What follows belongs to an exercise in optimizing a design on an open flow for small area and a short achievable clock period; a production flow would make more cautious choices. The RTL was checked by simulation tests, not by an equivalence proof against the original design. Power and IR drop assume default switching activity.

**design/flow/config.mk**
```make
export PLATFORM = sky130hd
export DESIGN_NAME = divTop
export DESIGN_NICKNAME = divTop
export VERILOG_FILES = /design/flow/design.v
export SDC_FILE = /design/flow/constraint.sdc
export NUM_CORES = 4
export LEC_CHECK = 0
export CAP_MARGIN = 20
export CORE_MARGIN = 2
export CORE_UTILIZATION = 40
export CTS_BUF_LIST = sky130_fd_sc_hd__clkbuf_16
export CTS_CLUSTER_DIAMETER = 150
export CTS_CLUSTER_SIZE = 25
export SLEW_MARGIN = 20
```
**design/flow/constraint.sdc**
```tcl
create_clock -name core_clock -period 11.0 [get_ports {clk}]
set_input_delay 2.2000 -clock core_clock [delete_from_list [all_inputs] [get_ports {clk}]]
set_output_delay 2.2000 -clock core_clock [all_outputs]
set_load 0.01 [all_outputs]
```
**design/flow/design.v**
```verilog
`timescale 1ns/1ps
module divTop (
    input  logic        clk,
    input  logic        arstN,
    input  logic        inValid,
    input  logic [15:0] dividend,
    input  logic [15:0] divisor,
    output logic        outValid,
    output logic [15:0] quotient,
    output logic [15:0] remainder,
    output logic        err
);
    logic [14:0] am_c, dm_c;
    logic        neg_c, err_c;
    assign am_c  = dividend[15] ? (~dividend[14:0] + 15'd1) : dividend[14:0];
    assign dm_c  = divisor[15] ? (~divisor[14:0] + 15'd1) : divisor[14:0];
    assign neg_c = dividend[15] ^ divisor[15];
    assign err_c = (dividend == 16'h8000) || (divisor[14:0] == 15'd0);
    logic am14_c, dOne_c;
    assign am14_c = dividend[15] ? (~dividend[14] ^ (dividend[13:0] == 14'd0)) : dividend[14];
    assign dOne_c = (divisor == 16'h0001) || (divisor == 16'hffff);
    logic [0:0] qs0, r0;
    assign qs0 = am14_c & dOne_c;
    assign r0  = am14_c & ~dOne_c;
    logic [13:0] ar_1;
    assign ar_1 = am_c[13:0];
    logic v_1;
    always_ff @(posedge clk or negedge arstN)
        if (!arstN) v_1 <= 1'b0;
        else        v_1 <= inValid;
    logic [14:0] d_1;
    logic [13:0] a_1;
    logic [0:0] q_1;
    logic [0:0] r_1;
    logic [0:0] neg_1;
    logic [0:0] err_1;
    always_ff @(posedge clk) begin
        d_1 <= dm_c;
        a_1 <= ar_1;
        q_1 <= qs0;
        r_1 <= r0;
        neg_1 <= neg_c;
        err_1 <= err_c;
    end
    logic [1:0] s1;
    assign s1 = {r_1, a_1[13]};
    logic [1:0] p1, t1;
    logic [2:0] c1;
    assign p1 = ~(s1 ^ d_1[1:0]);
    logic g1_0_1;
    assign g1_0_1 = (s1[1] & ~d_1[1]) | (p1[1] & (s1[0] | ~d_1[0]));
    assign c1[0] = 1'b1;
    assign c1[1] = (s1[0] | ~d_1[0]);
    assign c1[2] = g1_0_1;
    assign t1 = p1 ^ c1[1:0];
    logic qb1;
    assign qb1 = c1[2] & (d_1[14:2] == 13'd0);
    logic [1:0] r1;
    assign r1 = qb1 ? t1 : s1;
    logic [1:0] qs1;
    assign qs1 = {q_1, qb1};
    logic [2:0] s2;
    assign s2 = {r1, a_1[12]};
    logic [2:0] p2, t2;
    logic [3:0] c2;
    assign p2 = ~(s2 ^ d_1[2:0]);
    logic g2_0_1;
    assign g2_0_1 = (s2[1] & ~d_1[1]) | (p2[1] & (s2[0] | ~d_1[0]));
    logic g2_2_2;
    assign g2_2_2 = (s2[2] & ~d_1[2]) | (p2[2] & g2_0_1);
    assign c2[0] = 1'b1;
    assign c2[1] = (s2[0] | ~d_1[0]);
    assign c2[2] = g2_0_1;
    assign c2[3] = g2_2_2;
    assign t2 = p2 ^ c2[2:0];
    logic qb2;
    assign qb2 = c2[3] & (d_1[14:3] == 12'd0);
    logic [2:0] r2;
    assign r2 = qb2 ? t2 : s2;
    logic [2:0] qs2;
    assign qs2 = {qs1, qb2};
    logic [3:0] s3;
    assign s3 = {r2, a_1[11]};
    logic [3:0] p3, t3;
    logic [4:0] c3;
    assign p3 = ~(s3 ^ d_1[3:0]);
    logic g3_0_1;
    assign g3_0_1 = (s3[1] & ~d_1[1]) | (p3[1] & (s3[0] | ~d_1[0]));
    logic g3_0_3;
    assign g3_0_3 = (s3[3] & ~d_1[3]) | (p3[3] & (s3[2] & ~d_1[2]));
    logic h3_0_3;
    assign h3_0_3 = p3[3] & p3[2];
    logic g3_1_3;
    assign g3_1_3 = g3_0_3 | (h3_0_3 & g3_0_1);
    logic g3_2_2;
    assign g3_2_2 = (s3[2] & ~d_1[2]) | (p3[2] & g3_0_1);
    assign c3[0] = 1'b1;
    assign c3[1] = (s3[0] | ~d_1[0]);
    assign c3[2] = g3_0_1;
    assign c3[3] = g3_2_2;
    assign c3[4] = g3_1_3;
    assign t3 = p3 ^ c3[3:0];
    logic qb3;
    assign qb3 = c3[4] & (d_1[14:4] == 11'd0);
    logic [3:0] r3;
    assign r3 = qb3 ? t3 : s3;
    logic [3:0] qs3;
    assign qs3 = {qs2, qb3};
    logic [10:0] ar_2;
    assign ar_2 = a_1[10:0];
    logic v_2;
    always_ff @(posedge clk or negedge arstN)
        if (!arstN) v_2 <= 1'b0;
        else        v_2 <= v_1;
    logic [14:0] d_2;
    logic [10:0] a_2;
    logic [3:0] q_2;
    logic [3:0] r_2;
    logic [0:0] neg_2;
    logic [0:0] err_2;
    always_ff @(posedge clk) begin
        d_2 <= d_1;
        a_2 <= ar_2;
        q_2 <= qs3;
        r_2 <= r3;
        neg_2 <= neg_1;
        err_2 <= err_1;
    end
    logic [4:0] s4;
    assign s4 = {r_2, a_2[10]};
    logic [4:0] p4, t4;
    logic [5:0] c4;
    assign p4 = ~(s4 ^ d_2[4:0]);
    logic g4_0_1;
    assign g4_0_1 = (s4[1] & ~d_2[1]) | (p4[1] & (s4[0] | ~d_2[0]));
    logic g4_0_3;
    assign g4_0_3 = (s4[3] & ~d_2[3]) | (p4[3] & (s4[2] & ~d_2[2]));
    logic h4_0_3;
    assign h4_0_3 = p4[3] & p4[2];
    logic g4_1_3;
    assign g4_1_3 = g4_0_3 | (h4_0_3 & g4_0_1);
    logic g4_3_2;
    assign g4_3_2 = (s4[2] & ~d_2[2]) | (p4[2] & g4_0_1);
    logic g4_3_4;
    assign g4_3_4 = (s4[4] & ~d_2[4]) | (p4[4] & g4_1_3);
    assign c4[0] = 1'b1;
    assign c4[1] = (s4[0] | ~d_2[0]);
    assign c4[2] = g4_0_1;
    assign c4[3] = g4_3_2;
    assign c4[4] = g4_1_3;
    assign c4[5] = g4_3_4;
    assign t4 = p4 ^ c4[4:0];
    logic qb4;
    assign qb4 = c4[5] & (d_2[14:5] == 10'd0);
    logic [4:0] r4;
    assign r4 = qb4 ? t4 : s4;
    logic [4:0] qs4;
    assign qs4 = {q_2, qb4};
    logic [5:0] s5;
    assign s5 = {r4, a_2[9]};
    logic [5:0] p5, t5;
    logic [6:0] c5;
    assign p5 = ~(s5 ^ d_2[5:0]);
    logic g5_0_1;
    assign g5_0_1 = (s5[1] & ~d_2[1]) | (p5[1] & (s5[0] | ~d_2[0]));
    logic g5_0_3;
    assign g5_0_3 = (s5[3] & ~d_2[3]) | (p5[3] & (s5[2] & ~d_2[2]));
    logic h5_0_3;
    assign h5_0_3 = p5[3] & p5[2];
    logic g5_0_5;
    assign g5_0_5 = (s5[5] & ~d_2[5]) | (p5[5] & (s5[4] & ~d_2[4]));
    logic h5_0_5;
    assign h5_0_5 = p5[5] & p5[4];
    logic g5_1_3;
    assign g5_1_3 = g5_0_3 | (h5_0_3 & g5_0_1);
    logic g5_3_5;
    assign g5_3_5 = g5_0_5 | (h5_0_5 & g5_1_3);
    logic g5_4_2;
    assign g5_4_2 = (s5[2] & ~d_2[2]) | (p5[2] & g5_0_1);
    logic g5_4_4;
    assign g5_4_4 = (s5[4] & ~d_2[4]) | (p5[4] & g5_1_3);
    assign c5[0] = 1'b1;
    assign c5[1] = (s5[0] | ~d_2[0]);
    assign c5[2] = g5_0_1;
    assign c5[3] = g5_4_2;
    assign c5[4] = g5_1_3;
    assign c5[5] = g5_4_4;
    assign c5[6] = g5_3_5;
    assign t5 = p5 ^ c5[5:0];
    logic qb5;
    assign qb5 = c5[6] & (d_2[14:6] == 9'd0);
    logic [5:0] r5;
    assign r5 = qb5 ? t5 : s5;
    logic [5:0] qs5;
    assign qs5 = {qs4, qb5};
    logic [8:0] ar_3;
    assign ar_3 = a_2[8:0];
    logic v_3;
    always_ff @(posedge clk or negedge arstN)
        if (!arstN) v_3 <= 1'b0;
        else        v_3 <= v_2;
    logic [14:0] d_3;
    logic [8:0] a_3;
    logic [5:0] q_3;
    logic [5:0] r_3;
    logic [0:0] neg_3;
    logic [0:0] err_3;
    always_ff @(posedge clk) begin
        d_3 <= d_2;
        a_3 <= ar_3;
        q_3 <= qs5;
        r_3 <= r5;
        neg_3 <= neg_2;
        err_3 <= err_2;
    end
    logic [6:0] s6;
    assign s6 = {r_3, a_3[8]};
    logic [6:0] p6, t6;
    logic [7:0] c6;
    assign p6 = ~(s6 ^ d_3[6:0]);
    logic g6_0_1;
    assign g6_0_1 = (s6[1] & ~d_3[1]) | (p6[1] & (s6[0] | ~d_3[0]));
    logic g6_0_3;
    assign g6_0_3 = (s6[3] & ~d_3[3]) | (p6[3] & (s6[2] & ~d_3[2]));
    logic h6_0_3;
    assign h6_0_3 = p6[3] & p6[2];
    logic g6_0_5;
    assign g6_0_5 = (s6[5] & ~d_3[5]) | (p6[5] & (s6[4] & ~d_3[4]));
    logic h6_0_5;
    assign h6_0_5 = p6[5] & p6[4];
    logic g6_1_3;
    assign g6_1_3 = g6_0_3 | (h6_0_3 & g6_0_1);
    logic g6_3_5;
    assign g6_3_5 = g6_0_5 | (h6_0_5 & g6_1_3);
    logic g6_4_2;
    assign g6_4_2 = (s6[2] & ~d_3[2]) | (p6[2] & g6_0_1);
    logic g6_4_4;
    assign g6_4_4 = (s6[4] & ~d_3[4]) | (p6[4] & g6_1_3);
    logic g6_4_6;
    assign g6_4_6 = (s6[6] & ~d_3[6]) | (p6[6] & g6_3_5);
    assign c6[0] = 1'b1;
    assign c6[1] = (s6[0] | ~d_3[0]);
    assign c6[2] = g6_0_1;
    assign c6[3] = g6_4_2;
    assign c6[4] = g6_1_3;
    assign c6[5] = g6_4_4;
    assign c6[6] = g6_3_5;
    assign c6[7] = g6_4_6;
    assign t6 = p6 ^ c6[6:0];
    logic qb6;
    assign qb6 = c6[7] & (d_3[14:7] == 8'd0);
    logic [6:0] r6;
    assign r6 = qb6 ? t6 : s6;
    logic [6:0] qs6;
    assign qs6 = {q_3, qb6};
    logic [7:0] s7;
    assign s7 = {r6, a_3[7]};
    logic [7:0] p7, t7;
    logic [8:0] c7;
    assign p7 = ~(s7 ^ d_3[7:0]);
    logic g7_0_1;
    assign g7_0_1 = (s7[1] & ~d_3[1]) | (p7[1] & (s7[0] | ~d_3[0]));
    logic g7_0_3;
    assign g7_0_3 = (s7[3] & ~d_3[3]) | (p7[3] & (s7[2] & ~d_3[2]));
    logic h7_0_3;
    assign h7_0_3 = p7[3] & p7[2];
    logic g7_0_5;
    assign g7_0_5 = (s7[5] & ~d_3[5]) | (p7[5] & (s7[4] & ~d_3[4]));
    logic h7_0_5;
    assign h7_0_5 = p7[5] & p7[4];
    logic g7_0_7;
    assign g7_0_7 = (s7[7] & ~d_3[7]) | (p7[7] & (s7[6] & ~d_3[6]));
    logic h7_0_7;
    assign h7_0_7 = p7[7] & p7[6];
    logic g7_1_3;
    assign g7_1_3 = g7_0_3 | (h7_0_3 & g7_0_1);
    logic g7_1_7;
    assign g7_1_7 = g7_0_7 | (h7_0_7 & g7_0_5);
    logic h7_1_7;
    assign h7_1_7 = h7_0_7 & h7_0_5;
    logic g7_2_7;
    assign g7_2_7 = g7_1_7 | (h7_1_7 & g7_1_3);
    logic g7_3_5;
    assign g7_3_5 = g7_0_5 | (h7_0_5 & g7_1_3);
    logic g7_4_2;
    assign g7_4_2 = (s7[2] & ~d_3[2]) | (p7[2] & g7_0_1);
    logic g7_4_4;
    assign g7_4_4 = (s7[4] & ~d_3[4]) | (p7[4] & g7_1_3);
    logic g7_4_6;
    assign g7_4_6 = (s7[6] & ~d_3[6]) | (p7[6] & g7_3_5);
    assign c7[0] = 1'b1;
    assign c7[1] = (s7[0] | ~d_3[0]);
    assign c7[2] = g7_0_1;
    assign c7[3] = g7_4_2;
    assign c7[4] = g7_1_3;
    assign c7[5] = g7_4_4;
    assign c7[6] = g7_3_5;
    assign c7[7] = g7_4_6;
    assign c7[8] = g7_2_7;
    assign t7 = p7 ^ c7[7:0];
    logic qb7;
    assign qb7 = c7[8] & (d_3[14:8] == 7'd0);
    logic [7:0] r7;
    assign r7 = qb7 ? t7 : s7;
    logic [7:0] qs7;
    assign qs7 = {qs6, qb7};
    logic [6:0] ar_4;
    assign ar_4 = a_3[6:0];
    logic v_4;
    always_ff @(posedge clk or negedge arstN)
        if (!arstN) v_4 <= 1'b0;
        else        v_4 <= v_3;
    logic [14:0] d_4;
    logic [6:0] a_4;
    logic [7:0] q_4;
    logic [7:0] r_4;
    logic [0:0] neg_4;
    logic [0:0] err_4;
    always_ff @(posedge clk) begin
        d_4 <= d_3;
        a_4 <= ar_4;
        q_4 <= qs7;
        r_4 <= r7;
        neg_4 <= neg_3;
        err_4 <= err_3;
    end
    logic [8:0] s8;
    assign s8 = {r_4, a_4[6]};
    logic [9:0] t8;
    assign t8 = {1'b0, s8} - {1'b0, d_4[8:0]};
    logic qb8;
    assign qb8 = ~t8[9] & (d_4[14:9] == 6'd0);
    logic [8:0] r8;
    assign r8 = qb8 ? t8[8:0] : s8;
    logic [8:0] qs8;
    assign qs8 = {q_4, qb8};
    logic [9:0] s9;
    assign s9 = {r8, a_4[5]};
    logic [10:0] t9;
    assign t9 = {1'b0, s9} - {1'b0, d_4[9:0]};
    logic qb9;
    assign qb9 = ~t9[10] & (d_4[14:10] == 5'd0);
    logic [9:0] r9;
    assign r9 = qb9 ? t9[9:0] : s9;
    logic [9:0] qs9;
    assign qs9 = {qs8, qb9};
    logic [4:0] ar_5;
    assign ar_5 = a_4[4:0];
    logic v_5;
    always_ff @(posedge clk or negedge arstN)
        if (!arstN) v_5 <= 1'b0;
        else        v_5 <= v_4;
    logic [14:0] d_5;
    logic [4:0] a_5;
    logic [9:0] q_5;
    logic [9:0] r_5;
    logic [0:0] neg_5;
    logic [0:0] err_5;
    always_ff @(posedge clk) begin
        d_5 <= d_4;
        a_5 <= ar_5;
        q_5 <= qs9;
        r_5 <= r9;
        neg_5 <= neg_4;
        err_5 <= err_4;
    end
    logic [10:0] s10;
    assign s10 = {r_5, a_5[4]};
    logic [11:0] t10;
    assign t10 = {1'b0, s10} - {1'b0, d_5[10:0]};
    logic qb10;
    assign qb10 = ~t10[11] & (d_5[14:11] == 4'd0);
    logic [10:0] r10;
    assign r10 = qb10 ? t10[10:0] : s10;
    logic [10:0] qs10;
    assign qs10 = {q_5, qb10};
    logic [11:0] s11;
    assign s11 = {r10, a_5[3]};
    logic [12:0] t11;
    assign t11 = {1'b0, s11} - {1'b0, d_5[11:0]};
    logic qb11;
    assign qb11 = ~t11[12] & (d_5[14:12] == 3'd0);
    logic [11:0] r11;
    assign r11 = qb11 ? t11[11:0] : s11;
    logic [11:0] qs11;
    assign qs11 = {qs10, qb11};
    logic [2:0] ar_6;
    assign ar_6 = a_5[2:0];
    logic v_6;
    always_ff @(posedge clk or negedge arstN)
        if (!arstN) v_6 <= 1'b0;
        else        v_6 <= v_5;
    logic [14:0] d_6;
    logic [2:0] a_6;
    logic [11:0] q_6;
    logic [11:0] r_6;
    logic [0:0] neg_6;
    logic [0:0] err_6;
    always_ff @(posedge clk) begin
        d_6 <= d_5;
        a_6 <= ar_6;
        q_6 <= qs11;
        r_6 <= r11;
        neg_6 <= neg_5;
        err_6 <= err_5;
    end
    logic [12:0] s12;
    assign s12 = {r_6, a_6[2]};
    logic [13:0] t12;
    assign t12 = {1'b0, s12} - {1'b0, d_6[12:0]};
    logic qb12;
    assign qb12 = ~t12[13] & (d_6[14:13] == 2'd0);
    logic [12:0] r12;
    assign r12 = qb12 ? t12[12:0] : s12;
    logic [12:0] qs12;
    assign qs12 = {q_6, qb12};
    logic [13:0] s13;
    assign s13 = {r12, a_6[1]};
    logic [14:0] t13;
    assign t13 = {1'b0, s13} - {1'b0, d_6[13:0]};
    logic qb13;
    assign qb13 = ~t13[14] & (d_6[14:14] == 1'd0);
    logic [13:0] r13;
    assign r13 = qb13 ? t13[13:0] : s13;
    logic [13:0] qs13;
    assign qs13 = {qs12, qb13};
    logic [0:0] ar_7;
    assign ar_7 = a_6[0:0];
    logic v_7;
    always_ff @(posedge clk or negedge arstN)
        if (!arstN) v_7 <= 1'b0;
        else        v_7 <= v_6;
    logic [14:0] d_7;
    logic [0:0] a_7;
    logic [13:0] q_7;
    logic [13:0] r_7;
    logic [0:0] neg_7;
    logic [0:0] err_7;
    always_ff @(posedge clk) begin
        d_7 <= d_6;
        a_7 <= ar_7;
        q_7 <= qs13;
        r_7 <= r13;
        neg_7 <= neg_6;
        err_7 <= err_6;
    end
    logic [14:0] s14;
    assign s14 = {r_7, a_7[0]};
    logic [15:0] t14;
    assign t14 = {1'b0, s14} - {1'b0, d_7[14:0]};
    logic qb14;
    assign qb14 = ~t14[15];
    logic [14:0] r14;
    assign r14 = qb14 ? t14[14:0] : s14;
    logic [14:0] qs14;
    assign qs14 = {q_7, qb14};
    logic [15:0] qo_c;
    logic [15:0] z_c;
    assign z_c[0] = 1'b0;
    genvar gz;
    for (gz = 1; gz < 16; gz++) begin : gZ
        assign z_c[gz] = |qs14[gz-1:0];
    end
    assign qo_c = {1'b0, qs14} ^ ({16{neg_7}} & z_c);
    logic v_8;
    always_ff @(posedge clk or negedge arstN)
        if (!arstN) v_8 <= 1'b0;
        else        v_8 <= v_7;
    logic [15:0] qo_8;
    logic [14:0] r_8;
    logic [0:0] err_8;
    always_ff @(posedge clk) begin
        qo_8 <= qo_c;
        r_8 <= r14;
        err_8 <= err_7;
    end
    assign outValid  = v_8;
    assign quotient  = qo_8;
    assign remainder = {1'b0, r_8};
    assign err       = err_8;
endmodule
```
**design/flow/flow/run.sh**
```bash
#!/bin/bash
# Standard layout (the standard.sh), with timing repair aiming a few ns below the clock
# period (flow/margin.txt, passed as SETUP_SLACK_MARGIN) and any extra ORFS make variables
# listed one per line in flow/extra.txt. The whole output goes to standard_flow.log here.
set -euo pipefail
cd "$(dirname "$0")/.."
MARGIN=$(cat flow/margin.txt)
ARGS=()
if [[ -f flow/extra.txt ]]; then
  while IFS= read -r line; do
    [[ -n "$line" ]] && ARGS+=("$line")
  done < flow/extra.txt
fi
bash standard.sh "SETUP_SLACK_MARGIN=$MARGIN" "${ARGS[@]}" finish > standard_flow.log 2>&1
```
**design/flow/flow/extra.txt**
```
BUFFER_PORTS_ARGS=-buffer_cell sky130_fd_sc_hd__buf_2
```
**design/flow/flow/margin.txt**
```
6
```
**design/flow/standard.sh**
```bash
#!/bin/bash
# synth_recipe.tcl (not shown) runs the flow's synth.tcl, then flattens the netlist and writes it again
# the make line also repeats each setting of config.mk as NAME=value (left out here)
make -C /OpenROAD-flow-scripts/flow DESIGN_CONFIG=/design/flow/config.mk WORK_HOME=/design/flow/orfs CLKGATE_MAP_FILE= SYNTH_SCRIPT=/design/flow/synth_recipe.tcl "${@:-finish}"
```
==> flow_metrics.tcl, run 1 <==
set metrics [dict create \
    status "complete, no violations" \
    drtAntennaViolNets 0 \
    synth_warnings 1 \
    synth_top_cell_area_share 0.448 \
    p_switching_uw 1080 \
    coreArea_sq_mm 0.0344 \
    wl_per_cell_microns 13.0 \
    dieArea_sq_mm 0.0362 \
    p_clk_frac 0.189 \
    htree_levels 1 \
    seq_area_frac_synth 0.463 \
    report.final.hold_viol_count 0 \
    period_needed_ns 4.65 \
    synth.most_common_cell "dfxtp_1" \
    syn-cell-area_sq_mm 0.0139 \
    cp-end-kind "flop" \
    initial_core_util 0.404 \
    max_slew_margin 0.367 \
    port_buffers 67 \
    synth_top_area_cell "dfxtp_1" \
    tritoncts "done" \
    grt_overflow 0 \
    grt_pass1_vias 8914 \
    ir_worst_vdd_mv 0.117 \
    hold_class "flop to flop" \
    cp_common_cell "a21o_1" \
    rsz0062_at_grt "false" \
    critical_path_arrival_ns 5.07 \
    crit_type "flop to flop" \
    area_growth_pct 9.72 \
    worst_pin_slew_ns 0.926 \
    die_w_microns 190 \
    synthArstFlopShare 0.0251 \
    synth_edf_count 0 \
    fin_crit_sh 0.423 \
    ys_seq_elements 319 \
    num_io_pins 69 \
    cp_max_fo 7 \
    rows 68 \
    skew_ns 0.0288 \
    synth-main-ff-cell "dfxtp_1" \
    clk_pin_slew_ns 0.10 \
    final_layout_size_suffix_gt1_frac 0.147 \
    p_seq_frac 0.434 \
    ys_top_cells_by_area "dfxtp_1 45%, ha_1 10%, xnor2_1 5.2%" \
    wirelength_mm 23.9 \
    syn_nets 1476 \
    root_buffer "clkbuf_16" \
    slew_violations 0 \
    insertion_delay_ns 0.52 \
    post-dp-hpwl_mm 19.2 \
    die-height_microns 190 \
    antenna_cells 0 \
    yosys-top-cells-count "311 x dfxtp_1, 125 x inv_1, 113 x ha_1, 82 x xnor2_1, 72 x nand2_1" \
    worstPathRequired_ns 11.42 \
    first_pass_iters 4 \
    slowest_stage "fa_1" \
    gp_congestion 0.851 \
    nets 1557 \
    startpoint_type "flop" \
    p_total_uw 3250 \
    first_iter_violations 222 \
    total_leakage_power_uw 0.00674 \
    vias 8877 \
    cts_sinks 319 \
    p_per_area_mw_per_mm2 213 \
    grt_antenna_before_repair 0 \
    grt_use_total 0.135 \
    syn_avg_cell_area_sq_um 10.7 \
    grt_max_degree 27 \
    grt_pass1_wl_mm 41.1 \
    worstPathCellList "ha_1, inv_1, fa_1, a21o_1, a21o_1, a21o_1, a21o_1, fa_1, nand4_1, buf_4, mux2i_2, inv_1, ha_1, a21o_1, a21oi_2, o21bai_1, a21oi_1, nor2b_1, o31ai_4, buf_4, mux2_2" \
    cts_made_buffers 16 \
    swShare 0.332 \
    cts_buffer_depth 3 \
    power_frac_comb 0.377 \
    fin_setup_tns_ns 0 \
    synth_cell_types 78 \
    fmax_ghz 0.215 \
    synth_cells 1302 \
    internal-power_uw 2170 \
    viasPerCell 4.82 \
    drc 0 \
    max_stage_delay_ns 0.40 \
    max-cap-violations 0 \
    setup_viol 0 \
    whs_ns 0.321 \
]
## per-layer routing
layer,global-route usage,up-vias,wire [microns],share of wire
met1,0.159,4107,10500,0.44
met4,0.0343,0,577,0.024
met3,0.0160,37,542,0.023
li1,-,4627,-,-
met5,0,-,0,0
met2,0.257,106,12200,0.51
## worst max-delay path: cells and delay by family (launching register included)
family | cells | cell delay, ns
flops | 1 | 0.37
simple gates | 2 | 0.21
compound gates | 9 | 1.65
fa+ha+maj | 4 | 1.23
buf+inv | 4 | 0.48
mux | 2 | 0.63
## registers in the layout, summed over array words and instances (netlist names), 7 cells and up
| signal | cells |
|---|---|
| q_6 | 12 |
| r_8 | 15 |
| a_4 | 7 |
| d_1 | 15 |
| d_4 | 15 |
| d_6 | 15 |
| r_5 | 10 |
| qo_8 | 16 |
| d_2 | 15 |
| a_1 | 14 |
| q_5 | 10 |
| d_3 | 15 |
| a_3 | 9 |
| d_7 | 15 |
| a_2 | 11 |
| r_6 | 12 |
| q_7 | 14 |
| q_4 | 8 |
| d_5 | 15 |
| r_4 | 8 |
| r_7 | 14 |
## logic make-up after synthesis
| logic type | after synthesis | share of synthesized area |
|---|---|---|
| xor+xnor | 110 | 0.0694 |
| other cells | 1 | 0.000270 |
| flops | 319 | 0.463 |
| mux | 77 | 0.0649 |
| buf+inv | 145 | 0.0429 |
| fa+ha+maj | 139 | 0.139 |
| simple gates | 256 | 0.0908 |
| compound gates | 255 | 0.130 |
## final timing paths
kind                              from      to  slack [ns]  depth (start not counted)
min in group asynchronous        arstN     v_8        1.51                          1
max in group asynchronous        arstN     v_3        9.33                          1
worst max register to register  d_3[0]  r_4[3]        6.35                         21
worst min-delay path            a_4[1]  a_5[1]        0.32                          0
worst max-delay path            d_3[0]  r_4[3]        6.35                         21
worst min register to register  a_4[1]  a_5[1]        0.32                          0
## power by group through the flow
stage / logic (uW) / clock network, uW / registers (uW)
floorplan: 957 / 0 / 1450
global placement: 1200 / 0 / 1440
detailed placement: 1220 / 0 / 1440
CTS: 1220 / 645 / 1410
global route: 1380 / 682 / 1430
finish: 1220 / 614 / 1410
## final cells by class
class | instances | area [sq um]
fill | 3310 | 19100
multi-input combinational | 838 | 6880
sequential | 319 | 6430
tap | 455 | 569
inverter | 128 | 485
timing repair buffer | 80 | 445
clock buffer | 16 | 400
clock inverter | 4 | 32.5
## timing repair
item	4_1_cts	5_1_grt
endpoints found under the setup margin	0	18
gates resized for setup	0	3
hold endpoints to repair	0	0
setup buffers	0	11
hold buffers	0	0
## per-stage QoR
step	cells	cell area, sq um	utilization	setup slack (ns)
3_3_place_gp	1809	14700	0.428	6.16
3_5_place_dp	1809	14700	0.428	6.05
5_1_grt	1840	15200	0.443	6.06
2_1_floorplan	1302	13900	-	6.42
4_1_cts	1829	15100	0.440	6.01
6_report	1840	15200	0.443	6.35
## layout by cell type (no fill, tap or decap), drive strengths merged, types with 16 or more instances in the layout
| cell | instances |
|---|---|
| fa | 26 |
| dfxtp | 311 |
| nand2 | 72 |
| clkbuf | 16 |
| nor3 | 21 |
| a21o | 26 |
| xor2 | 28 |
| buf | 80 |
| o31ai | 20 |
| mux2 | 62 |
| o21a | 17 |
| nor2b | 17 |
| inv | 130 |
| o21ai | 59 |
| xnor2 | 82 |
| nor2 | 70 |
| ha | 113 |
| a21oi | 69 |
==> run 2, diff against run 1 <==
==> design/flow/flow/margin.txt (replaced) <==
6.75
==> run 2 against run 1 <==
Compared with the run above: utilization grew 1.7 points; sequential share of layout area shrank 1.5 points; register-to-register slack gained 0.42 ns; critical path depth shrank 1; first-iteration DRC count grew 12%; cell count grew 1.5%; worst setup slack gained 0.42 ns; global-route usage grew 0.62 points; wire length grew 7.5%; highest routed layer unchanged.
==> flow_metrics.tcl, run 2 <==
set metrics [dict create \
    ys_seq_elements 319 \
    first_pass_iters 4 \
    fmax_ghz 0.236 \
    seq_area_frac_synth 0.463 \
    power_frac_comb 0.393 \
    p_per_area_mw_per_mm2 212 \
    synth-main-ff-cell "dfxtp_1" \
    worst_slack_ns 6.76 \
    startpoint_type "flop" \
    swShare 0.337 \
    worstPathCellList "inv_1, fa_2, a21o_1, a21o_1, a21o_1, a21o_1, fa_2, nand4_1, buf_6, mux2i_4, inv_1, ha_1, a21o_1, a21oi_2, o21bai_1, a21oi_2, nor2b_2, o31ai_4, buf_6, mux2_4" \
    num_io_pins 69 \
    cts_made_buffers 16 \
    wl_per_cell_microns 13.7 \
    grt_overflow 0 \
    syn-cell-area_sq_mm 0.0139 \
    area_growth_pct 13.9 \
    synthArstFlopShare 0.0251 \
    p_total_uw 3350 \
    root_buffer "clkbuf_16" \
    p_clk_frac 0.184 \
    gp_congestion 0.840 \
    synth_cells 1302 \
    grt_antenna_before_repair 1 \
    rsz0062_at_grt "true" \
    fin_setup_tns_ns 0 \
    worstPathRequired_ns 11.42 \
    ys_top_cells_by_area "dfxtp_1 45%, ha_1 10%, xnor2_1 5.2%" \
    rows 68 \
    cp_max_fo 7 \
    p_seq_frac 0.423 \
    fin_crit_sh 0.385 \
    total_leakage_power_uw 0.00692 \
    htree_levels 1 \
    cp-startpoint "d_3[1]" \
    regMostFlops "qo_8" \
    clk_pin_slew_ns 0.09 \
    pre_cts_slack_ns 6.24 \
    max_stage_delay_ns 0.39 \
    vias 9090 \
    post-dp-hpwl_mm 19.8 \
    die-height_microns 190 \
    layout_common_cells "306 x dfxtp_1, 122 x inv_1, 101 x ha_1" \
    grt_max_degree 27 \
    dp_cells 1809 \
    regToRegStartpoint "d_3[1]" \
    report.final.hold_viol_count 0 \
    synth_edf_count 0 \
    cts_sinks 319 \
    synth_warnings 1 \
    skew_ns 0.0281 \
    insertion_delay_ns 0.51 \
    grt_pass1_vias 9210 \
    ir_worst_vdd_mv 0.107 \
    drtAntennaViolNets 0 \
    syn_nets 1476 \
    synth_cell_types 78 \
    slowest_stage "fa_2" \
    synth_top_cell_area_share 0.448 \
    cp_common_cell "a21o_1" \
    antenna_cells 0 \
    synth.most_common_cell "dfxtp_1" \
    mostFrequentLayoutCell "dfxtp_1" \
    setup_viol 0 \
    internal-power_uw 2220 \
    p_switching_uw 1130 \
    period_needed_ns 4.24 \
    viasPerCell 4.87 \
    fin_util 0.460 \
    crit_family "compound AO/OA/AOI/OAI gates" \
    cts_buffer_depth 3 \
    hold_class "flop to flop" \
    final_layout_size_suffix_gt1_frac 0.203 \
    die_w_microns 190 \
    crit_type "flop to flop" \
    port_buffers 67 \
    initial_core_util 0.404 \
    status "complete, no violations" \
    nets 1586 \
    final_cells 1868 \
    grt_use_total 0.141 \
    syn_avg_cell_area_sq_um 10.7 \
    coreArea_sq_mm 0.0344 \
    tritoncts "done" \
    yosys-top-cells-count "311 x dfxtp_1, 125 x inv_1, 113 x ha_1, 82 x xnor2_1, 72 x nand2_1" \
    synth_top_area_cell "dfxtp_1" \
    dieArea_sq_mm 0.0362 \
    drc 0 \
    largest_reg_flops 16 \
    crit_buf_inv 4 \
    worst_pin_slew_ns 0.680 \
    max_slew_margin 0.546 \
    max-cap-violations 0 \
    critical_path_arrival_ns 4.65 \
    cp-end-kind "flop" \
    wirelength_mm 25.7 \
    slew_violations 0 \
    grt_pass1_wl_mm 42.7 \
    first_iter_violations 249 \
    min_from "q_4[5]" \
]
run 2: metrics by stage:
step / cell area [sq um] / hold slack, ns
6_report: 15800 / 0.330
5_1_grt: 15800 / 0.329
4_1_cts: 15500 / 0.328
3_5_place_dp: 14700 / 0.312
3_3_place_gp: 14700 / 0.310
2_1_floorplan: 13900 / 0.310
run 2: per-layer routing:
metal,track usage,routed length [microns],share of wire
met1,0.168,11200,0.44
met2,0.269,13300,0.52
met3,0.0155,611,0.024
met4,0.0352,554,0.022
met5,0,0,0
run 2: cell type report:
| class | count | area, sq um |
|---|---|---|
| Tap cell | 455 | 569 |
| Clock buffer | 16 | 400 |
| Sequential cell | 319 | 6440 |
| Inverter | 128 | 488 |
| Fill cell | 3229 | 18500 |
| Multi-Input combinational cell | 838 | 7220 |
| Timing Repair Buffer | 109 | 681 |
| Clock inverter | 3 | 28.8 |
run 2: cells by family (layout without fill, tap and decap cells):
| logic type | count (synthesis) | count (layout) | share of synthesized area |
|---|---|---|---|
| AO/OA/AOI/OAI | 255 | 255 | 0.130 |
| XOR/XNOR | 110 | 110 | 0.0694 |
| adder cells (fa/ha/maj) | 139 | 139 | 0.139 |
| buffers and inverters | 145 | 256 | 0.0429 |
| flip-flops | 319 | 319 | 0.463 |
| multiplexers | 77 | 77 | 0.0649 |
| other | 1 | 1 | 0.000270 |
| AND/OR/NAND/NOR | 256 | 256 | 0.0908 |
run 2: worst paths after layout:
| check | slack, ns | cells past startpoint | end |
|---|---|---|---|
| max in group asynchronous | 9.33 | 1 | v_1 |
| hold reg to reg | 0.33 | 0 | q_5[7] |
| setup / recovery | 6.76 | 20 | r_4[1] |
| hold / removal | 0.33 | 0 | q_5[7] |
| setup reg to reg | 6.76 | 20 | r_4[1] |
| min in group asynchronous | 1.52 | 1 | v_7 |
run 2: power groups by stage:
stage	Clock (uW)	Combinational, uW	Sequential, uW
6_report	617	1320	1420
5_1_grt	684	1470	1440
4_1_cts	642	1270	1420
3_5_place_dp	0	1230	1440
3_3_place_gp	0	1210	1440
2_1_floorplan	0	962	1450
run 2: what timing repair did:
action | CTS | global route
gates resized for setup | 32 | 48
buffers inserted | 21 | 19
hold buffers | 0 | 0
pin swaps | 15 | 28
endpoints found under the hold margin | 0 | 0
endpoints found under the setup margin | 53 | 48
==> run 3, diff against run 2 <==
==> design/flow/flow/margin.txt (replaced) <==
6.5
--- a/design/flow/config.mk
+++ b/design/flow/config.mk
@@ -5,6 +5,7 @@
 export SDC_FILE = /design/flow/constraint.sdc
 export NUM_CORES = 4
 export LEC_CHECK = 0
+export ABC_AREA = 1
 export CAP_MARGIN = 20
 export CORE_MARGIN = 2
 export CORE_UTILIZATION = 40
==> run 3 against run 2 <==
Compared with the run above: synthesized cell count rose by 48%; die area up 8.6%; worst setup slack gained 0.16 ns; flip-flop and latch count did not move; cell count rose by 34%; maximum frequency is 4.0% higher; combinational power hardly changed; final area up 3.9%; total power is essentially flat; utilization is 2.1 points lower; wire length is 30% higher; register-to-register slack better by 0.16 ns.
==> flow_metrics.tcl, run 3 <==
set metrics [dict create \
    grt_pass1_wl_mm 55.6 \
    period_needed_ns 4.07 \
    startpoint_type "flop" \
    slowest_stage "fa_1" \
    vias 11600 \
    synth_top_area_cell "dfxtp_1" \
    ys_seq_elements 319 \
    cp-end-kind "flop" \
    area_growth_pct 8.76 \
    max-cap-violations 0 \
    nets 2167 \
    report.final.hold_viol_count 0 \
    crit_family "adder cells" \
    synth.most_common_cell "nand2_1" \
    synth_cell_types 42 \
    postCtsSetupBuffers 0 \
    fin_util 0.439 \
    critical_path_arrival_ns 4.52 \
    largest_reg_flops 16 \
    ctsResizeCount 0 \
    synth_cells 1924 \
    cts_buffer_depth 3 \
    antenna_cells 0 \
    max_slew_margin 0.478 \
    drtAntennaViolNets 0 \
    regMostFlops "qo_8" \
    grt_max_degree 27 \
    crit_buf_inv 3 \
    skew_ns 0.0364 \
    setup_viol 0 \
    fin_setup_tns_ns 0 \
    total_leakage_power_uw 0.00847 \
    fmax_ghz 0.246 \
    insertion_delay_ns 0.53 \
    gp_congestion 0.900 \
    first_iter_violations 484 \
    viasPerCell 4.63 \
    yosys-top-cells-count "498 x nand2_1, 311 x dfxtp_1, 295 x inv_1, 159 x nand3_1, 122 x nor2_1" \
    synth-main-ff-cell "dfxtp_1" \
    min_from "d_6[9]" \
    hold_class "flop to flop" \
    root_buffer "clkbuf_16" \
    coreArea_sq_mm 0.0374 \
    htree_levels 1 \
    num_io_pins 69 \
    cts_made_buffers 16 \
    p_per_area_mw_per_mm2 204 \
    grt_pass1_vias 11700 \
    cp_common_cell "fa_1" \
    wl_per_cell_microns 13.4 \
    grt_use_total 0.176 \
    syn_avg_cell_area_sq_um 7.86 \
    drc 0 \
    tritoncts "done" \
    ctsHoldBuffers 0 \
    mostFrequentLayoutCell "nand2_1" \
    rsz0062_at_grt "false" \
    regToRegStartpoint "d_1[0]" \
    synth_warnings 1 \
    grt_overflow 0 \
    post-dp-hpwl_mm 28.1 \
    final_layout_size_suffix_gt1_frac 0.0662 \
    max_stage_delay_ns 0.45 \
    synth_edf_count 0 \
    worst_pin_slew_ns 0.777 \
    seq_area_frac_synth 0.425 \
    synth_top_cell_area_share 0.412 \
    cp_max_fo 5 \
    fin_crit_sh 0.370 \
    cp-startpoint "d_1[0]" \
    layout_common_cells "498 x nand2_1, 311 x dfxtp_1, 296 x inv_1" \
    dieArea_sq_mm 0.0394 \
    status "complete, no violations" \
    ys_top_cells_by_area "dfxtp_1 41%, nand2_1 12%, ha_1 9.4%" \
    wirelength_mm 33.4 \
    die_w_microns 198 \
    port_buffers 67 \
    synthArstFlopShare 0.0251 \
    cts_sinks 319 \
    rows 71 \
    die-height_microns 198 \
    syn-cell-area_sq_mm 0.0151 \
    clk_pin_slew_ns 0.10 \
    first_pass_iters 5 \
    worstPathRequired_ns 11.45 \
    initial_core_util 0.404 \
    crit_type "flop to flop" \
    ir_worst_vdd_mv 0.0957 \
    grt_antenna_before_repair 1 \
    slew_violations 0 \
    worstPathCellList "ha_1, inv_1, fa_1, inv_1, nor3_1, nand4_1, and2_1, fa_1, fa_1, nor2_1, nand4_1, nand2_1, o21ai_0, fa_1, inv_1, fa_1, or2_0, nand2_1" \
    syn_nets 2098 \
]
[run 3: kinds of logic (layout without fill, tap and decap cells)]
family	count (synthesis)	in the layout	share of synthesized area
simple gates	910	910	0.262
buf+inv	323	393	0.0824
flops	319	319	0.425
compound gates	149	149	0.0542
fa+ha+maj	139	139	0.128
xor+xnor	83	83	0.0481
other cells	1	1	0.000248
[run 3: layout make-up]
class	instances	area, sq um
timing repair buffer	68	343
multi-input combinational	1282	7440
clock buffer	17	425
clock inverter	2	12.5
sequential	319	6430
fill	3801	21000
tap	511	639
inverter	306	1150
[run 3: worst paths after layout]
path | cells after the start | to | slack, ns
worst max-delay path | 18 | r_2[2] | 6.93
worst min-delay path | 0 | d_7[9] | 0.32
worst max register to register | 18 | r_2[2] | 6.93
worst min register to register | 0 | d_7[9] | 0.32
max in group asynchronous | 1 | v_3 | 9.33
min in group asynchronous | 1 | v_7 | 1.52
[run 3: stage by stage]
step                instances  hold slack, ns  total power (uW)  setup WS, ns  area [sq um]
floorplan                1924           0.310              2410          7.28         15100
global placement         2486           0.310              2740          7.03         16000
detailed placement       2486           0.312              2750          6.95         16000
CTS                      2505           0.324              3400          6.91         16400
global route             2505           0.332              3640          6.51         16400
finish                   2505           0.321              3350          6.93         16400
[run 3: routing by layer]
metal  track usage  vias up  routed length, microns
met5             0        -                       0
met4        0.0599        0                    1090
met3        0.0209       65                     951
met2         0.323      153                   16500
met1         0.211     5206                   14900
li1              -     6163                       -
[run 3: power by group]
group          switching [uW]  total (uW)  leakage [uW]  internal, uW
clock network             356         635      0.000219           279
logic                     812        1300       0.00556           486
registers                84.5        1420       0.00269          1330
==> run 4, diff against run 3 <==
==> design/flow/flow/margin.txt (replaced) <==
6
==> run 4 against run 3 <==
Compared with the run above: still clean; clock-buffer cell count stayed put; via count unchanged; worst hold slack unchanged; non-clock buffer count is the same; wire length stayed put; critical path depth did not move; register-to-register slack about the same; sequential share of layout area did not move; area after synthesis did not move; clock skew unchanged; first-iteration DRC count unchanged; critical endpoint unchanged; largest cell class unchanged.
==> flow_metrics.tcl, run 4 <==
set metrics [dict create \
    syn-cell-area_sq_mm 0.0151 \
    status "complete, no violations" \
    synth_edf_count 0 \
    num_io_pins 69 \
    setup_viol 0 \
    ctsHoldBuffers 0 \
    crit_type "flop to flop" \
    grt_pass1_wl_mm 55.6 \
    skew_ns 0.0364 \
    hold_class "flop to flop" \
    syn_nets 2098 \
    design_area_sq_mm 0.0164 \
    drtAntennaViolNets 0 \
    slew_violations 0 \
    area_growth_pct 8.76 \
    mostFrequentLayoutCell "nand2_1" \
    cts_buffer_depth 3 \
    viasPerCell 4.63 \
    post-dp-hpwl_mm 28.1 \
    seq_area_frac_synth 0.425 \
    drc 0 \
    grt_max_degree 27 \
    initial_core_util 0.404 \
    gp_congestion 0.900 \
    syn_avg_cell_area_sq_um 7.86 \
    tritoncts "done" \
    synth.most_common_cell "nand2_1" \
    fmax_ghz 0.246 \
    die_w_microns 198 \
    ys_top_cells_by_area "dfxtp_1 41%, nand2_1 12%, ha_1 9.4%" \
    ys_seq_elements 319 \
    startpoint_type "flop" \
    final_layout_size_suffix_gt1_frac 0.0662 \
    cts_made_buffers 16 \
    grt_antenna_before_repair 1 \
    first_pass_iters 5 \
    synth_warnings 1 \
    antenna_cells 0 \
    synth_cell_types 42 \
    grt_overflow 0 \
    nets 2167 \
    period_needed_ns 4.07 \
    first_iter_violations 484 \
    worstPathRequired_ns 11.45 \
    max_slew_margin 0.478 \
    die-height_microns 198 \
    ctsResizeCount 0 \
    synth_top_cell_area_share 0.412 \
    largest_reg_flops 16 \
    port_buffers 67 \
    yosys-top-cells-count "498 x nand2_1, 311 x dfxtp_1, 295 x inv_1, 159 x nand3_1, 122 x nor2_1" \
    rows 71 \
    synthArstFlopShare 0.0251 \
    clk_pin_slew_ns 0.10 \
    fin_crit_sh 0.370 \
    max-cap-violations 0 \
    total_leakage_power_uw 0.00847 \
    fin_setup_tns_ns 0 \
    synth-main-ff-cell "dfxtp_1" \
    synth_top_area_cell "dfxtp_1" \
    p_per_area_mw_per_mm2 204 \
    grt_pass1_vias 11700 \
    seq_area_sq_mm 0.00643 \
    place_area_sq_mm 0.0160 \
    grt_use_total 0.176 \
    insertion_delay_ns 0.53 \
    coreArea_sq_mm 0.0374 \
    layout_common_cells "498 x nand2_1, 311 x dfxtp_1, 296 x inv_1" \
    regMostFlops "qo_8" \
    wirelength_mm 33.4 \
    nFillCells 3801 \
    wl_per_cell_microns 13.4 \
    report.final.hold_viol_count 0 \
    dieArea_sq_mm 0.0394 \
    multi_input_area_sq_mm 0.00744 \
    ir_worst_vdd_mv 0.0957 \
    cp-end-kind "flop" \
    synth_cells 1924 \
    root_buffer "clkbuf_16" \
    critical_path_arrival_ns 4.52 \
    rsz0062_at_grt "false" \
    vias 11600 \
    cp_max_fo 5 \
    postCtsSetupBuffers 0 \
    worst_pin_slew_ns 0.777 \
    cts_sinks 319 \
    htree_levels 1 \
]
[run 4: cell counts after synthesis]
Identical to the previous run, type by type.
[run 4: critical path: stages, from the launching register on]
cell and delay (ns):
dfxtp_1 0.35, ha_1 0.20, inv_1 0.07, fa_1 0.16, inv_1 0.05, nor3_1 0.25, nand4_1 0.16, and2_1 0.22
fa_1 0.42, fa_1 0.38, nor2_1 0.09, nand4_1 0.21, nand2_1 0.10, o21ai_0 0.14, fa_1 0.45, inv_1 0.09
fa_1 0.40, or2_0 0.22, nand2_1 0.06
[run 4: final timing paths]
check | startpoint | endpoint | slack [ns] | cells past startpoint
max in group asynchronous | arstN | v_3 | 9.33 | 1
hold reg to reg | d_6[9] | d_7[9] | 0.32 | 0
min in group asynchronous | arstN | v_7 | 1.52 | 1
setup / recovery | d_1[0] | r_2[2] | 6.93 | 18
setup reg to reg | d_1[0] | r_2[2] | 6.93 | 18
hold / removal | d_6[9] | d_7[9] | 0.32 | 0
[run 4: final cells by class]
type | count | share of cell area
Multi-Input combinational cell | 1282 | 0.453
Sequential cell | 319 | 0.391
Inverter | 306 | 0.0699
Tap cell | 511 | 0.0389
Clock buffer | 17 | 0.0259
Timing Repair Buffer | 68 | 0.0209
Clock inverter | 2 | 0.000761
[run 4: kinds of logic after synthesis]
| kind of cell | after synthesis | share of synthesized area |
|---|---|---|
| fa+ha+maj | 139 | 0.128 |
| flops | 319 | 0.425 |
| buf+inv | 323 | 0.0824 |
| simple gates | 910 | 0.262 |
| compound gates | 149 | 0.0542 |
| other cells | 1 | 0.000248 |
| xor+xnor | 83 | 0.0481 |
[run 4: metrics by stage]
| step | utilization | power [uW] | hold slack, ns | setup WS (ns) | std cells |
|---|---|---|---|---|---|
| CTS | 0.439 | 3400 | 0.324 | 6.91 | 2505 |
| global route | 0.439 | 3640 | 0.332 | 6.51 | 2505 |
| floorplan | - | 2410 | 0.310 | 7.28 | 1924 |
| global placement | 0.428 | 2740 | 0.310 | 7.03 | 2486 |
| detailed placement | 0.428 | 2750 | 0.312 | 6.95 | 2486 |
| finish | 0.439 | 3350 | 0.321 | 6.93 | 2505 |
[run 4: report_power, final]
group	switching [uW]	internal, uW
sequential	84.5	1330
combinational	812	486
clock	356	279
[run 4: routing by layer]
metal	share of wire	vias to the layer above	global-route usage
li1	-	6163	-
met1	0.44	5206	0.211
met2	0.49	153	0.323
met3	0.028	65	0.0209
met4	0.033	0	0.0599
met5	0	-	0
==> run 5, diff against run 4 <==
==> design/flow/flow/margin.txt (replaced) <==
7
==> run 5 against run 4 <==
Compared with the run above: combinational power is essentially flat; still clean; flip-flop and latch count stayed put; utilization rose by 0.34 points; critical path type unchanged; sequential power about the same; worst setup slack gained 0.23 ns; clock power about the same; non-clock buffer count rose by 4; synthesized cell count unchanged.
==> flow_metrics.tcl, run 5 <==
set metrics [dict create \
    status "complete, no violations" \
    critical_path_arrival_ns 4.29 \
    report.final.hold_viol_count 0 \
    synthArstFlopShare 0.0251 \
    max-cap-violations 0 \
    area_growth_pct 9.61 \
    ir_worst_vdd_mv 0.0953 \
    grt_max_degree 27 \
    tritoncts "done" \
    r2r_setup_slack_ns 7.15 \
    first_pass_iters 5 \
    cp_max_fo 4 \
    synth_edf_count 0 \
    layout_common_cells "495 x nand2_1, 309 x dfxtp_1, 293 x inv_1" \
    antenna_cells 0 \
    reg2reg_depth 19 \
    worst_pin_slew_ns 0.773 \
    post-dp-hpwl_mm 28.1 \
    wirelength_mm 33.7 \
    yosys-top-cells-count "498 x nand2_1, 311 x dfxtp_1, 295 x inv_1, 159 x nand3_1, 122 x nor2_1" \
    initial_core_util 0.404 \
    crit_type "flop to flop" \
    fmax_ghz 0.260 \
    first_iter_violations 517 \
    cts_buffer_depth 3 \
    seq_area_sq_mm 0.00643 \
    syn_nets 2098 \
    p_seq_frac 0.421 \
    ys_top_cells_by_area "dfxtp_1 41%, nand2_1 12%, ha_1 9.4%" \
    root_buffer "clkbuf_16" \
    viasPerCell 4.63 \
    synth_top_cell_area_share 0.412 \
    mostFrequentLayoutCell "nand2_1" \
    die_w_microns 198 \
    htree_levels 1 \
    nFillCells 3794 \
    cp-startpoint "d_1[0]" \
    max_slew_margin 0.481 \
    fin_crit_sh 0.350 \
    worstPathRequired_ns 11.45 \
    hold_class "flop to flop" \
    p_switching_uw 1260 \
    period_needed_ns 3.85 \
    synth_cell_types 42 \
    place_area_sq_mm 0.0160 \
    gp_congestion 0.900 \
    synth_top_area_cell "dfxtp_1" \
    insertion_delay_ns 0.52 \
    clk_pin_slew_ns 0.11 \
    grt_use_total 0.176 \
    cts_made_buffers 16 \
    grt_pass1_wl_mm 55.6 \
    synth_warnings 1 \
    num_io_pins 69 \
    drtAntennaViolNets 0 \
    seq_area_frac_synth 0.425 \
    grt_antenna_before_repair 1 \
    final_layout_size_suffix_gt1_frac 0.0771 \
    setup_viol 0 \
    synth_cells 1924 \
    multi_input_area_sq_mm 0.00753 \
    rows 71 \
    fin_setup_tns_ns 0 \
    wl_per_cell_microns 13.4 \
    ys_seq_elements 319 \
    internal-power_uw 2100 \
    synth.most_common_cell "nand2_1" \
    slew_violations 0 \
    swShare 0.375 \
    vias 11600 \
    startpoint_type "flop" \
    total_leakage_power_uw 0.00851 \
    regToRegStartpoint "d_1[0]" \
    syn_avg_cell_area_sq_um 7.86 \
    skew_ns 0.0348 \
    worst_r2r_endpoint "r_2[2]" \
    drc 0 \
    design_area_sq_mm 0.0166 \
    cp-end-kind "flop" \
    crit_end "r_2[2]" \
    rsz0062_at_grt "true" \
    syn-cell-area_sq_mm 0.0151 \
    grt_overflow 0 \
    p_per_area_mw_per_mm2 203 \
    nets 2171 \
    port_buffers 67 \
    die-height_microns 198 \
    synth-main-ff-cell "dfxtp_1" \
    largest_reg_flops 16 \
    power_frac_comb 0.390 \
    regMostFlops "qo_8" \
    grt_pass1_vias 11700 \
    coreArea_sq_mm 0.0374 \
    cts_sinks 319 \
    whs_path_depth 0 \
    p_clk_frac 0.189 \
    dieArea_sq_mm 0.0394 \
    ctsHoldBuffers 0 \
]
==> run 5: final cells by class <==
class / count / area share
clock buffer: 17 / 0.0257
clock inverter: 2 / 0.000755
inverter: 306 / 0.0696
multi-input combinational: 1282 / 0.455
sequential: 319 / 0.388
tap: 511 / 0.0386
timing repair buffer: 72 / 0.0225
==> run 5: layer usage <==
metal	vias to the layer above	track usage	share of wire
li1	6166	-	-
met1	5230	0.211	0.44
met2	166	0.323	0.50
met3	63	0.0209	0.031
met4	0	0.0599	0.032
met5	-	0	0
==> run 5: cell families after synthesis <==
group | share of synthesized area
simple gates | 0.262
buf+inv | 0.0824
flops | 0.425
compound gates | 0.0542
fa+ha+maj | 0.128
xor+xnor | 0.0481
other cells | 0.000248
==> run 5: what timing repair did <==
item	CTS	global route
setup endpoints to repair	3	45
setup buffers	1	3
gates resized for setup	3	23
pin swaps	1	6
==> run 5: worst min-delay path by stage <==
stage / from / end / slack, ns
detailed placement: a_5[2] / a_6[2] / 0.31
CTS: neg_6 / neg_7 / 0.32
floorplan: a_1[0] / a_2[0] / 0.31
global placement: a_4[3] / a_5[3] / 0.31
finish: d_6[9] / d_7[9] / 0.32
global route: neg_6 / neg_7 / 0.33
==> run 5: worst max-delay path, stage by stage (launching register included) <==
cell,delay [ns]
dfxtp_2,0.37
ha_1,0.16
inv_1,0.05
fa_1,0.37
inv_2,0.08
nor3_2,0.05
nand3_1,0.11
nand2_1,0.08
and2_1,0.16
fa_2,0.37
fa_2,0.35
nor2_2,0.11
nand4_1,0.19
nand2_1,0.12
o21ai_1,0.11
fa_2,0.39
inv_1,0.08
fa_1,0.39
or2_0,0.20
nand2_1,0.06
==> run 5: power by group through the flow <==
stage / clock network [uW] / logic [uW] / registers [uW]
after floorplan: 0 / 965 / 1440
after global placement: 0 / 1300 / 1450
after detailed placement: 0 / 1310 / 1450
after CTS: 667 / 1310 / 1420
after global routing: 707 / 1510 / 1440
final: 635 / 1310 / 1420
==> run 5: per-stage QoR <==
| stage | cells | worst slack, ns | power (uW) | hold WS [ns] | util |
|---|---|---|---|---|---|
| after floorplan | 1924 | 7.28 | 2410 | 0.310 | - |
| final | 2509 | 7.15 | 3360 | 0.320 | 0.443 |
| after CTS | 2506 | 7.02 | 3400 | 0.324 | 0.440 |
| after global placement | 2486 | 7.03 | 2740 | 0.310 | 0.428 |
| after detailed placement | 2486 | 6.95 | 2750 | 0.312 | 0.428 |
| after global routing | 2509 | 6.92 | 3650 | 0.332 | 0.443 |
==> run 6, diff against run 5 <==
==> design/flow/flow/margin.txt (replaced) <==
6.5
--- a/design/flow/config.mk
+++ b/design/flow/config.mk
@@ -5,7 +5,6 @@
 export SDC_FILE = /design/flow/constraint.sdc
 export NUM_CORES = 4
 export LEC_CHECK = 0
-export ABC_AREA = 1
 export CAP_MARGIN = 20
 export CORE_MARGIN = 2
 export CORE_UTILIZATION = 40
==> run 6 against run 5 <==
Compared with the run above: area after synthesis fell by 8.1%; final area fell by 7.1%; total power fell by 2.4%; still clean; sequential share of layout area rose by 3.0 points; critical endpoint is now r_4[1]; clock power fell by 3%; flip-flop and latch count did not move; via count fell by 23%; highest routed layer unchanged; combinational power fell by 5%.
==> flow_metrics.tcl, run 6 <==
set metrics [dict create \
    grt_pass1_vias 9009 \
    synth-main-ff-cell "dfxtp_1" \
    worst_r2r_endpoint "r_4[1]" \
    gp_congestion 0.863 \
    cp-end-kind "flop" \
    initial_core_util 0.404 \
    grt_overflow 0 \
    port_buffers 67 \
    max_slew_margin 0.535 \
    hold_class "flop to flop" \
    ys_top_cells_by_area "dfxtp_1 45%, ha_1 10%, xnor2_1 5.2%" \
    reg2reg_depth 21 \
    fin_crit_sh 0.395 \
    final_layout_size_suffix_gt1_frac 0.163 \
    clk_pin_slew_ns 0.09 \
    swShare 0.335 \
    first_pass_iters 4 \
    report.final.hold_viol_count 0 \
    synth_edf_count 0 \
    whs_ns 0.327 \
    whs_endpoint "a_3[7]" \
    power_frac_comb 0.381 \
    cp_common_cell "a21o_1" \
    drc 0 \
    die-height_microns 190 \
    worstPathRequired_ns 11.40 \
    drtAntennaViolNets 0 \
    p_clk_frac 0.189 \
    period_needed_ns 4.34 \
    cts_sinks 319 \
    nets 1562 \
    dp_cells 1809 \
    rows 68 \
    ir_worst_vdd_mv 0.142 \
    r2r_setup_slack_ns 6.66 \
    skew_ns 0.0202 \
    synth.most_common_cell "dfxtp_1" \
    setup_viol 0 \
    wirelength_mm 24.6 \
    crit_type "flop to flop" \
    vias 8941 \
    post-dp-hpwl_mm 19.3 \
    status "complete, no violations" \
    total_leakage_power_uw 0.00678 \
    mostFrequentLayoutCell "dfxtp_1" \
    antenna_cells 0 \
    fmax_ghz 0.230 \
    dieArea_sq_mm 0.0362 \
    worst_pin_slew_ns 0.696 \
    internal-power_uw 2180 \
    grt_use_total 0.137 \
    nFillCells 3277 \
    synth_cells 1302 \
    synth_warnings 1 \
    startpoint_type "flop" \
    area_growth_pct 10.8 \
    syn_avg_cell_area_sq_um 10.7 \
    ys_seq_elements 319 \
    min_from "a_2[7]" \
    grt_antenna_before_repair 1 \
    yosys-top-cells-count "311 x dfxtp_1, 125 x inv_1, 113 x ha_1, 82 x xnor2_1, 72 x nand2_1" \
    synth_cell_types 78 \
    coreArea_sq_mm 0.0344 \
    seq_area_frac_synth 0.463 \
    viasPerCell 4.85 \
    die_w_microns 190 \
    p_per_area_mw_per_mm2 213 \
    largest_reg_flops 16 \
    slew_violations 0 \
    max-cap-violations 0 \
    final_cells 1844 \
    insertion_delay_ns 0.51 \
    htree_levels 1 \
    synthArstFlopShare 0.0251 \
    num_io_pins 69 \
    synth_top_cell_area_share 0.448 \
    fin_setup_tns_ns 0 \
    regToRegStartpoint "a_3[8]" \
    p_switching_uw 1100 \
    rsz0062_at_grt "false" \
    worstPathCellList "inv_1, ha_1, inv_1, fa_2, a21o_1, a21o_1, a21o_1, a21o_1, fa_1, nand4_1, mux2i_2, inv_1, ha_1, a21o_1, a21oi_2, o21bai_1, a21oi_2, nor2b_1, o31ai_4, buf_6, mux2_2" \
    grt_max_degree 27 \
    synth_top_area_cell "dfxtp_1" \
    syn-cell-area_sq_mm 0.0139 \
    regMostFlops "qo_8" \
    cts_buffer_depth 3 \
    whs_path_depth 0 \
    tritoncts "done" \
    layout_common_cells "309 x dfxtp_1, 126 x inv_1, 113 x ha_1" \
    wl_per_cell_microns 13.3 \
    critical_path_arrival_ns 4.74 \
    cp_max_fo 4 \
    cts_made_buffers 16 \
    first_iter_violations 230 \
    slowest_stage "fa_1" \
    grt_pass1_wl_mm 41.5 \
    max_stage_delay_ns 0.37 \
    root_buffer "clkbuf_16" \
    p_seq_frac 0.431 \
    syn_nets 1476 \
]
-- run 6: cell count changes after synthesis, moves of 22 or more --
cell | previous run | this run
and2_1 | 36 | 2
inv_1 | 295 | 125
nor2_1 | 122 | 69
xor2_1 | 56 | 28
nand3_1 | 159 | 11
o21ai_0 | 34 | 56
mux2_2 | 0 | 48
nand2_1 | 498 | 72
o21ai_1 | 25 | 1
xnor2_1 | 27 | 82
-- run 6: worst max-delay path: cells and delay by family (launching register included) --
family / cells / cell delay, ns
simple gates: 2 / 0.33
compound gates: 9 / 1.54
buf+inv: 4 / 0.31
flops: 1 / 0.32
fa+ha+maj: 4 / 1.14
mux: 2 / 0.58
-- run 6: cell type report --
cell class / instances / area [sq um] / area share
repair buffers: 85 / 482 / 0.0313
flip-flops and latches: 319 / 6430 / 0.418
inverters: 128 / 488 / 0.0317
clock buffers: 16 / 400 / 0.0260
well taps: 455 / 569 / 0.0370
clock inverters: 3 / 28.8 / 0.00187
multi-input cells: 838 / 6990 / 0.454
-- run 6: cell families (layout without fill, tap and decap cells) --
kind of cell / count (synthesis) / in the layout / share of synthesized area
compound gates: 255 / 255 / 0.130
xor+xnor: 110 / 110 / 0.0694
fa+ha+maj: 139 / 139 / 0.139
buf+inv: 145 / 232 / 0.0429
flops: 319 / 319 / 0.463
mux: 77 / 77 / 0.0649
other cells: 1 / 1 / 0.000270
simple gates: 256 / 256 / 0.0908
-- run 6: power groups by stage --
| stage | Sequential (uW) | Combinational, uW | Clock [uW] |
|---|---|---|---|
| 6_report | 1410 | 1250 | 619 |
| 5_1_grt | 1430 | 1400 | 688 |
| 4_1_cts | 1410 | 1240 | 646 |
| 3_5_place_dp | 1440 | 1220 | 0 |
| 3_3_place_gp | 1440 | 1200 | 0 |
| 2_1_floorplan | 1450 | 958 | 0 |
-- run 6: metrics by stage --
stage	worst slack (ns)	util	power, uW	instance area [sq um]
CTS	6.51	0.443	3300	15200
finish	6.66	0.448	3280	15400
global placement	6.16	0.428	2640	14700
global route	6.44	0.448	3530	15400
floorplan	6.52	-	2400	13900
detailed placement	6.03	0.428	2660	14700
-- run 6: per-layer routing --
layer / GRT usage / wire, microns / vias up
met3: 0.0166 / 552 / 38
met5: 0 / 0 / -
met1: 0.161 / 10800 / 4166
met2: 0.263 / 12600 / 109
li1: - / - / 4628
met4: 0.0328 / 554 / 0
-- run 6: worst max-delay path by stage --
stage	from	end	slack, ns	cells past startpoint
after global routing	a_3[8]	r_4[1]	6.44	21
after global placement	d_3[0]	r_4[1]	6.16	19
after CTS	d_3[0]	r_4[1]	6.51	20
after detailed placement	d_3[0]	r_4[3]	6.03	19
final	a_3[8]	r_4[1]	6.66	21
after floorplan	d_3[0]	r_4[1]	6.52	20
-- run 6: timing repair --
action                                  CTS  global route
setup buffers                             8             8
gates resized for setup                   9            27
hold buffers                              0             0
pin swaps                                 2             6
endpoints found under the setup margin   39            40
hold endpoints to repair                  0             0
==> run 7, diff against run 6 <==
--- a/design/flow/config.mk
+++ b/design/flow/config.mk
@@ -7,8 +7,9 @@
 export LEC_CHECK = 0
 export CAP_MARGIN = 20
 export CORE_MARGIN = 2
-export CORE_UTILIZATION = 40
+export CORE_UTILIZATION = 55
 export CTS_BUF_LIST = sky130_fd_sc_hd__clkbuf_16
 export CTS_CLUSTER_DIAMETER = 150
 export CTS_CLUSTER_SIZE = 25
+export PLACE_DENSITY = 0.75
 export SLEW_MARGIN = 20
==> run 7 against run 6 <==
Compared with the run above: still clean; sequential share of layout area up 0.28 points; via count grew 1.3%; worst setup slack worse by 0.085 ns; clock skew increased by 0.0018 ns; synthesized cell count stayed put; combinational power hardly changed.
==> flow_metrics.tcl, run 7 <==
set metrics [dict create \
    syn_avg_cell_area_sq_um 10.7 \
    grt_pass1_wl_mm 40.3 \
    final_cells 1725 \
    grt_antenna_before_repair 0 \
    whs_path_depth 0 \
    max_stage_delay_ns 0.40 \
    wl_met3_microns 524 \
    reg2reg_depth 21 \
    insertion_delay_ns 0.51 \
    fin_setup_tns_ns 0 \
    slowest_stage "fa_2" \
    regMostFlops "qo_8" \
    skew_ns 0.0220 \
    clk_pin_slew_ns 0.10 \
    cp-startpoint "a_3[8]" \
    final_layout_size_suffix_gt1_frac 0.166 \
    drt-met1-wl_mm 10.2 \
    nFillCells 1981 \
    cp-end-kind "flop" \
    grt_use_total 0.181 \
    synth_cell_types 78 \
    synth_edf_count 0 \
    rows 58 \
    total_leakage_power_uw 0.00682 \
    critical_path_arrival_ns 4.84 \
    cts_sinks 319 \
    cts_buffer_depth 3 \
    synth_top_area_cell "dfxtp_1" \
    wirelength_mm 24.3 \
    regToRegStartpoint "a_3[8]" \
    worst_pin_slew_ns 0.718 \
    period_needed_ns 4.43 \
    fin_crit_sh 0.403 \
    first_iter_violations 407 \
    worstPathRequired_ns 11.41 \
    largest_reg_flops 16 \
    die_w_microns 163 \
    port_buffers 67 \
    syn_nets 1476 \
    synthArstFlopShare 0.0251 \
    cp_max_fo 4 \
    grt_pass1_vias 9032 \
    dp_cells 1683 \
    rsz0062_at_grt "true" \
    report.final.hold_viol_count 0 \
    p_total_uw 3300 \
    hold_class "flop to flop" \
    viasPerCell 5.25 \
    ir_worst_vdd_mv 0.164 \
    synth_top_cell_area_share 0.448 \
    grt_max_degree 27 \
    mostFrequentLayoutCell "dfxtp_1" \
    max-cap-violations 0 \
    seq_area_frac_synth 0.463 \
    fmax_ghz 0.226 \
    synth_cells 1302 \
    htree_levels 1 \
    startpoint_type "flop" \
    initial_core_util 0.556 \
    worstPathCellList "inv_1, ha_1, inv_1, fa_2, a21o_1, a21o_1, a21o_1, a21o_1, fa_2, nand4_1, mux2i_2, inv_1, ha_1, a21o_1, a21oi_2, o21bai_1, a21oi_2, nor2b_2, o31ai_4, buf_6, mux2_4" \
    gp_congestion 0.920 \
    cts_made_buffers 16 \
    wl_per_cell_microns 14.1 \
    area_growth_pct 10.0 \
    highest_layer "met4" \
    synth_warnings 1 \
    coreArea_sq_mm 0.0250 \
    first_pass_iters 5 \
    p_per_area_mw_per_mm2 216 \
    layout_common_cells "310 x dfxtp_1, 127 x inv_1, 112 x ha_1" \
    cp_common_cell "a21o_1" \
    antenna_cells 0 \
    synth.most_common_cell "dfxtp_1" \
    yosys-top-cells-count "311 x dfxtp_1, 125 x inv_1, 113 x ha_1, 82 x xnor2_1, 72 x nand2_1" \
    crit_type "flop to flop" \
    ys_top_cells_by_area "dfxtp_1 45%, ha_1 10%, xnor2_1 5.2%" \
    nets 1567 \
    root_buffer "clkbuf_16" \
    max_slew_margin 0.521 \
    ys_seq_elements 319 \
    status "complete, no violations" \
    die-height_microns 163 \
    drc 0 \
    setup_viol 0 \
    drtAntennaViolNets 0 \
    syn-cell-area_sq_mm 0.0139 \
    dr_wl_met2_mm 12.9 \
    synth-main-ff-cell "dfxtp_1" \
    dieArea_sq_mm 0.0265 \
    vias 9056 \
    slew_violations 0 \
    post-dp-hpwl_mm 18.6 \
    num_io_pins 69 \
    tritoncts "done" \
    min_from "a_2[7]" \
    grt_overflow 0 \
]
## run 7: kinds of logic (layout without fill, tap and decap cells)
logic type / count (synthesis) / after routing / synth area share
compound gates: 255 / 255 / 0.130
other cells: 1 / 1 / 0.000270
fa+ha+maj: 139 / 139 / 0.139
flops: 319 / 319 / 0.463
simple gates: 256 / 256 / 0.0908
buf+inv: 145 / 238 / 0.0429
mux: 77 / 77 / 0.0649
xor+xnor: 110 / 110 / 0.0694
## run 7: area by class of cell
class / count / area, sq um / share of cell area
clock inverter: 4 / 32.5 / 0.00213
multi-input combinational: 838 / 7000 / 0.458
sequential: 319 / 6430 / 0.421
timing repair buffer: 90 / 519 / 0.0340
tap: 330 / 413 / 0.0270
clock buffer: 16 / 400 / 0.0262
inverter: 128 / 485 / 0.0318
## run 7: path summary, 6_finish.rpt
| path | slack [ns] | to |
|---|---|---|
| max in group asynchronous | 9.31 | v_3 |
| min in group asynchronous | 1.51 | v_4 |
| min reg2reg | 0.32 | a_3[7] |
| min | 0.32 | a_3[7] |
| max | 6.57 | r_4[5] |
| max reg2reg | 6.57 | r_4[5] |
## run 7: per-stage QoR
stage | setup slack [ns] | hold slack [ns] | util | area (sq um)
after floorplan | 6.52 | 0.310 | - | 13900
after global placement | 6.20 | 0.310 | 0.582 | 14500
after detailed placement | 6.08 | 0.312 | 0.582 | 14500
after CTS | 6.51 | 0.323 | 0.604 | 15100
after global routing | 6.43 | 0.334 | 0.612 | 15300
final | 6.57 | 0.322 | 0.612 | 15300
## run 7: timing repair
action	4_1_cts	5_1_grt
endpoints found under the hold margin	0	0
hold buffers	0	0
pin swaps	2	11
resized for setup	7	29
endpoints found under the setup margin	38	44
setup buffers	10	12
## run 7: where the power goes
group	switching (uW)	total [uW]	leakage, uW	internal [uW]
sequential	77.6	1410	0.00269	1330
clock	347	614	0.000219	267
combinational	682	1270	0.00391	589
## run 7: critical path, delay by kind of cell, from the launching register on
family / cells / cell delay [ns]
AND/OR/NAND/NOR: 2 / 0.31
multiplexers: 2 / 0.56
adder cells (fa/ha/maj): 4 / 1.13
buffers and inverters: 4 / 0.34
AO/OA/AOI/OAI: 9 / 1.67
flip-flops: 1 / 0.32
## run 7: metal layers
metal / track usage / vias up
met2: 0.355 / 133
met5: 0 / -
li1: - / 4639
met3: 0.0196 / 42
met1: 0.207 / 4242
met4: 0.0495 / 0

Check on run 7: ideal ports give 6.572 ns setup slack; a clkbuf_16 on the clock port and buf_2 on the inputs give 6.572 ns; moving port delays by the midpoint clock arrival (0.542 ns) as well gives 6.572 ns.
